This is an optimization exercise on Yosys and OpenROAD, whose aim is small area and a short achievable clock period, not a production implementation.
In this exercise RTL edits were held to simulation tests only and were not proved equivalent to the original.

## mecanum_wheel_mixer_top
module mecanum_wheel_mixer_top (
  input  logic                    clk_i,
  input  logic                    rst_ni,
  input  logic                    start,
  output logic                    busy,
  input  logic signed [CMD_W-1:0] strafe_cmd_i,
  input  logic signed [CMD_W-1:0] forward_cmd_i,
  input  logic signed [CMD_W-1:0] rotate_cmd_i,
  output logic                    done_o,
  output logic signed [OUT_W-1:0] front_left_power_o,
  output logic signed [OUT_W-1:0] front_right_power_o,
  output logic signed [OUT_W-1:0] back_left_power_o,
  output logic signed [OUT_W-1:0] back_right_power_o,
  input  logic                    psel,
  input  logic                    penable,
  input  logic                    pwrite,
  input  logic [APB_AW-1:0]       paddr,
  input  logic [APB_DW-1:0]       pwdata,
  output logic [APB_DW-1:0]       prdata,
  output logic                    pready
);
  localparam int NSTEP = QW / 2;
  localparam int NV    = NSTEP + 5;
  logic            busy_q;
  logic [MP_W-1:0] min_power;
  logic [NV-1:0]   v_q;
  always_ff @(posedge clk_i or negedge rst_ni) begin
    if (!rst_ni) begin
      busy_q <= 1'b1;
      v_q    <= '0;
    end else begin
      busy_q <= 1'b0;
      v_q    <= {v_q[NV-2:0], start && !busy_q};
    end
  end
  assign busy   = busy_q;
  assign done_o = v_q[NV-1];
  mwm_apb u_apb (
    .clk_i       (clk_i),
    .rst_ni      (rst_ni),
    .psel        (psel),
    .penable     (penable),
    .pwrite      (pwrite),
    .paddr       (paddr),
    .pwdata      (pwdata),
    .prdata      (prdata),
    .pready      (pready),
    .min_power_o (min_power)
  );
  logic [DL-1:0][DW-1:0]    num, num_q;
  logic [LANES-1:0]         neg, neg_q;
  logic [MAG_W-1:0]         top, top_q;
  logic [D3_W-1:0]          dvs3, dvs3_q;
  logic                     tp1, wsum, vsum, geae, geab;
  localparam int SB_W = LANES + 5;    
  logic [SB_W-1:0] sb0, sb0_q;
  mwm_mix u_mix (
    .clk_i    (clk_i),
    .strafe_i (strafe_cmd_i),
    .forward_i(forward_cmd_i),
    .rotate_i (rotate_cmd_i),
    .num_o    (num),
    .neg_o    (neg),
    .top_o    (top),
    .dvs3_o   (dvs3),
    .tp1_o    (tp1),
    .wsum_o   (wsum),
    .vsum_o   (vsum),
    .geae_o   (geae),
  ...
Size: ~4,300 cells after synthesis, about 530 flip-flops, ~140 I/O pins, roughly 39,000 sq um of cells after synthesis.
Settings: LEC_CHECK=0, CAP_MARGIN=20, CORE_MARGIN=2, CORE_UTILIZATION=60, CTS_CLUSTER_DIAMETER=80, CTS_CLUSTER_SIZE=35, PLACE_DENSITY=0.75, SETUP_SLACK_MARGIN=4.9, SLEW_MARGIN=20; clock period 8.5 ns.
run.sh (not shown) runs the stock make flow with config.mk's settings and CLKGATE_MAP_FILE= SYNTH_SCRIPT=/design/flow/synth_recipe.tcl, a recipe that flattens the netlist after the stock synthesis.
The baseline finished clean.
==> next run, changes <==
Settings changed: SETUP_SLACK_MARGIN 4.9 to 4.6.
What happened: The changed run passed the timing, design-rule and antenna checks; final area fell by 4.6%; utilization fell by 3.2 points; non-clock buffer count fell by 104; via count fell by about 3%; register-to-register slack degrades by 0.02 ns; sequential cell count is unchanged; worst setup slack degrades by 0.020 ns; synthesized cell count is unchanged.
==> next run, changes <==
Settings changed: CTS_CLUSTER_DIAMETER 80 to 100, CTS_CLUSTER_SIZE 35 to 30.
Outcome: Utilization went down by 0.15 points; first-iteration DRC count increases by 12%; synthesized area stays the same; setup slack gets worse by 0.021 ns; routed wire length is about the same; cell count is about the same; register-to-register slack loses 0.02 ns; sequential cell count does not change.
==> next run, changes <==
Settings changed: CTS_CLUSTER_DIAMETER 100 to 80, CTS_CLUSTER_SIZE 30 to 35, SETUP_SLACK_MARGIN 4.6 to 4.65.
The changed run went through all stages and came out clean.
Design area went up by about 1.4%.
Area after synthesis is unchanged.
Global-route usage is about the same.
Via count went up by about 1.1%.
Count of clock-buffer cells in the layout went up by 1.
Hold slack is about the same.
Worst setup slack gets worse by 0.0099 ns.
==> next run, changes <==
Settings changed: SETUP_SLACK_MARGIN 4.65 to 4.75.
Routed wire length goes up by 0.55%; utilization rises by 0.14 points.


Starting RTL as in the previous note.
==> flow/design.v (excerpt) <==
module mecanum_wheel_mixer_top (
  input  logic                    clk_i,
  input  logic                    rst_ni,
  input  logic                    start,
  output logic                    busy,
  input  logic signed [CMD_W-1:0] strafe_cmd_i,
  input  logic signed [CMD_W-1:0] forward_cmd_i,
  input  logic signed [CMD_W-1:0] rotate_cmd_i,
  output logic                    done_o,
  output logic signed [OUT_W-1:0] front_left_power_o,
  output logic signed [OUT_W-1:0] front_right_power_o,
  output logic signed [OUT_W-1:0] back_left_power_o,
  output logic signed [OUT_W-1:0] back_right_power_o,
  input  logic                    psel,
  input  logic                    penable,
  input  logic                    pwrite,
  input  logic [APB_AW-1:0]       paddr,
  input  logic [APB_DW-1:0]       pwdata,
  output logic [APB_DW-1:0]       prdata,
  output logic                    pready
);
==> flow/config.mk <==
export PLATFORM = sky130hd
export DESIGN_NAME = mecanum_wheel_mixer_top
export DESIGN_NICKNAME = mecanum_wheel_mixer_top
export VERILOG_FILES = /design/flow/design.v
export SDC_FILE = /design/flow/constraint.sdc
export NUM_CORES = 4
export LEC_CHECK = 0
export CAP_MARGIN = 20
export CORE_MARGIN = 2
export CORE_UTILIZATION = 60
export CTS_CLUSTER_DIAMETER = 80
export CTS_CLUSTER_SIZE = 35
export PLACE_DENSITY = 0.85
export SETUP_SLACK_MARGIN = 4.6
export SLEW_MARGIN = 20
==> flow/constraint.sdc <==
create_clock -name core_clock -period 8.5 [get_ports {clk_i}]
set_input_delay 1.7000 -clock core_clock [delete_from_list [all_inputs] [get_ports {clk_i}]]
set_output_delay 1.7000 -clock core_clock [all_outputs]
set_load 0.01 [all_outputs]
Change:
CORE_UTILIZATION = 50   (was 60)
PLACE_DENSITY = 0.65   (was 0.85)
The changed run completed without violations.
Count of clock-buffer cells in the layout rose by 1.
Non-clock buffer count stays the same.
Final cell count rose by 3.6%.


== red ==
Another version of the RTL of mecanum_wheel_mixer_top (not shown whole).
For scale: roughly 4800 cells after synthesis, about 560 flip-flops, about 140 I/O pins, roughly 0.041 mm^2 of cells after synthesis.
==> flow/design.v (excerpt) <==
module mecanum_wheel_mixer_top (
  input  logic                    clk_i,
  input  logic                    rst_ni,
  input  logic                    start,
  output logic                    busy,
  input  logic signed [CMD_W-1:0] strafe_cmd_i,
  input  logic signed [CMD_W-1:0] forward_cmd_i,
  input  logic signed [CMD_W-1:0] rotate_cmd_i,
  output logic                    done_o,
  output logic signed [OUT_W-1:0] front_left_power_o,
  output logic signed [OUT_W-1:0] front_right_power_o,
  output logic signed [OUT_W-1:0] back_left_power_o,
  output logic signed [OUT_W-1:0] back_right_power_o,
  input  logic                    psel,
  input  logic                    penable,
  input  logic                    pwrite,
  input  logic [APB_AW-1:0]       paddr,
  input  logic [APB_DW-1:0]       pwdata,
  output logic [APB_DW-1:0]       prdata,
  output logic                    pready
);
Settings: LEC_CHECK=0, CAP_MARGIN=20, CORE_MARGIN=2, CORE_UTILIZATION=60, CTS_CLUSTER_DIAMETER=70, CTS_CLUSTER_SIZE=30, PLACE_DENSITY=0.75, SETUP_SLACK_MARGIN=4.75, SLEW_MARGIN=20; clock period 8.5 ns.
Edits applied to the flow inputs when going from red to blue:
- GPL_TIMING_DRIVEN now 0, previously not set
- CTS_CLUSTER_DIAMETER now 80, was 70
- CTS_CLUSTER_SIZE now 35, was 30
==> summary.txt <==
blue | stages: all done | timing, DRC, antenna: all pass. red: flow completed, timing, DRC and antenna clean. What blue reported for count of cells resized by post-cts repair has to be multiplied by 0.68 to get the figure for red. Diff red -> blue: via total after detailed routing increased by 1109 relative to the old numbers, count of cells along the worst register-to-register path neither gained nor lost much, first-iteration DRC count shrank by 0.98%, setup fix buffers added after clock tree synthesis saw a decrease.


## v6
Another version of the RTL of mecanum_wheel_mixer_top (not shown whole).
For scale: roughly 570 flip-flops, roughly 140 I/O pins, about 43000 um^2 of cells after synthesis.
clock: 8.5 ns
lec_check: 0
cap_margin: 20
core_margin: 2
core_utilization: 60
place_density: 0.75
setup_slack_margin: 4.6
slew_margin: 20
v6 | status: complete | timing, DRC, antenna: pass
### v6 -> v7
Settings: a change of SETUP_SLACK_MARGIN from 4.6 to 4.65; a change of CAP_MARGIN from 20 to 5; a change of SLEW_MARGIN from 20 to 5.
==> summary.txt <==
- Result for v6 and v7: all clean
- Against v6, v7 reports a ratio of final minimum period to clock period that is lower.
- Buffers plus inverters on the worst setup path, v6 and v7, higher one = v6.
- Delta (v7 minus v6): number of buffer cells added on primary ports stayed essentially flat, finished layout cell area saw little to no change.
- Core utilization on v7 is up relative to v6.
- v6 and v7 ended up with nearly the same insertion delay to the later sink of the worst-skew pair.

## port drivers added, routing unchanged
The results above use ideal ports. As a check the final layouts listed here were re-extracted and re-timed, cells and wires unchanged. Step 1 sets driving cells, clkbuf_16 on the clock port and buf_2 on the other inputs (assumed; they add their load-dependent delay and slew). Step 2 also shifts input and output timing later by t, the mid clock arrival at the registers, as if the neighbouring blocks saw the same clock. Slacks: ideal ports / drivers / drivers and shift; pairs: ideal ports / drivers.
run | t (ns) | slack for setup (ns) | hold slack, ns | slew at the worst register clock pin (ns) | cell pins on the clock port's net
the first run of note 1 | 0.714 | 4.688 / 4.688 / 4.391 | 0.333 / 0.333 / 0.333 | 0.12 / 0.12 | 1
the second run of note 1 | 0.685 | 4.668 / 4.668 / 4.127 | 0.332 / 0.332 / 0.332 | 0.12 / 0.12 | 1
the third run of note 1 | 0.671 | 4.646 / 4.646 / 4.113 | 0.321 / 0.321 / 0.321 | 0.11 / 0.11 | 1
the fourth run of note 1 | 0.708 | 4.636 / 4.636 / 4.161 | 0.320 / 0.320 / 0.320 | 0.12 / 0.12 | 1
the fifth run of note 1 | 0.704 | 4.699 / 4.693 / 4.304 | 0.331 / 0.331 / 0.331 | 0.12 / 0.12 | 1
the first run of note 2 | 0.684 | 4.507 / 4.507 / 4.102 | 0.336 / 0.336 / 0.336 | 0.12 / 0.12 | 1
the second run of note 2 | 0.680 | 4.580 / 4.580 / 4.189 | 0.314 / 0.314 / 0.314 | 0.12 / 0.12 | 1
red | 0.663 | 4.689 / 4.624 / 4.273 | 0.325 / 0.325 / 0.325 | 0.11 / 0.11 | 1
blue | 0.691 | 4.691 / 4.690 / 4.315 | 0.333 / 0.333 / 0.333 | 0.12 / 0.12 | 1
v6 | 0.697 | 4.631 / 4.608 / 4.099 | 0.322 / 0.322 / 0.322 | 0.07 / 0.07 | 1
v7 | 0.695 | 4.692 / 4.672 / 4.174 | 0.322 / 0.322 / 0.322 | 0.07 / 0.07 | 1
After both steps every run listed still meets setup and hold. For the second run of note 1, which loses most, drivers alone change the setup slack by 0.000 ns; drivers and shift together by -0.541 ns.
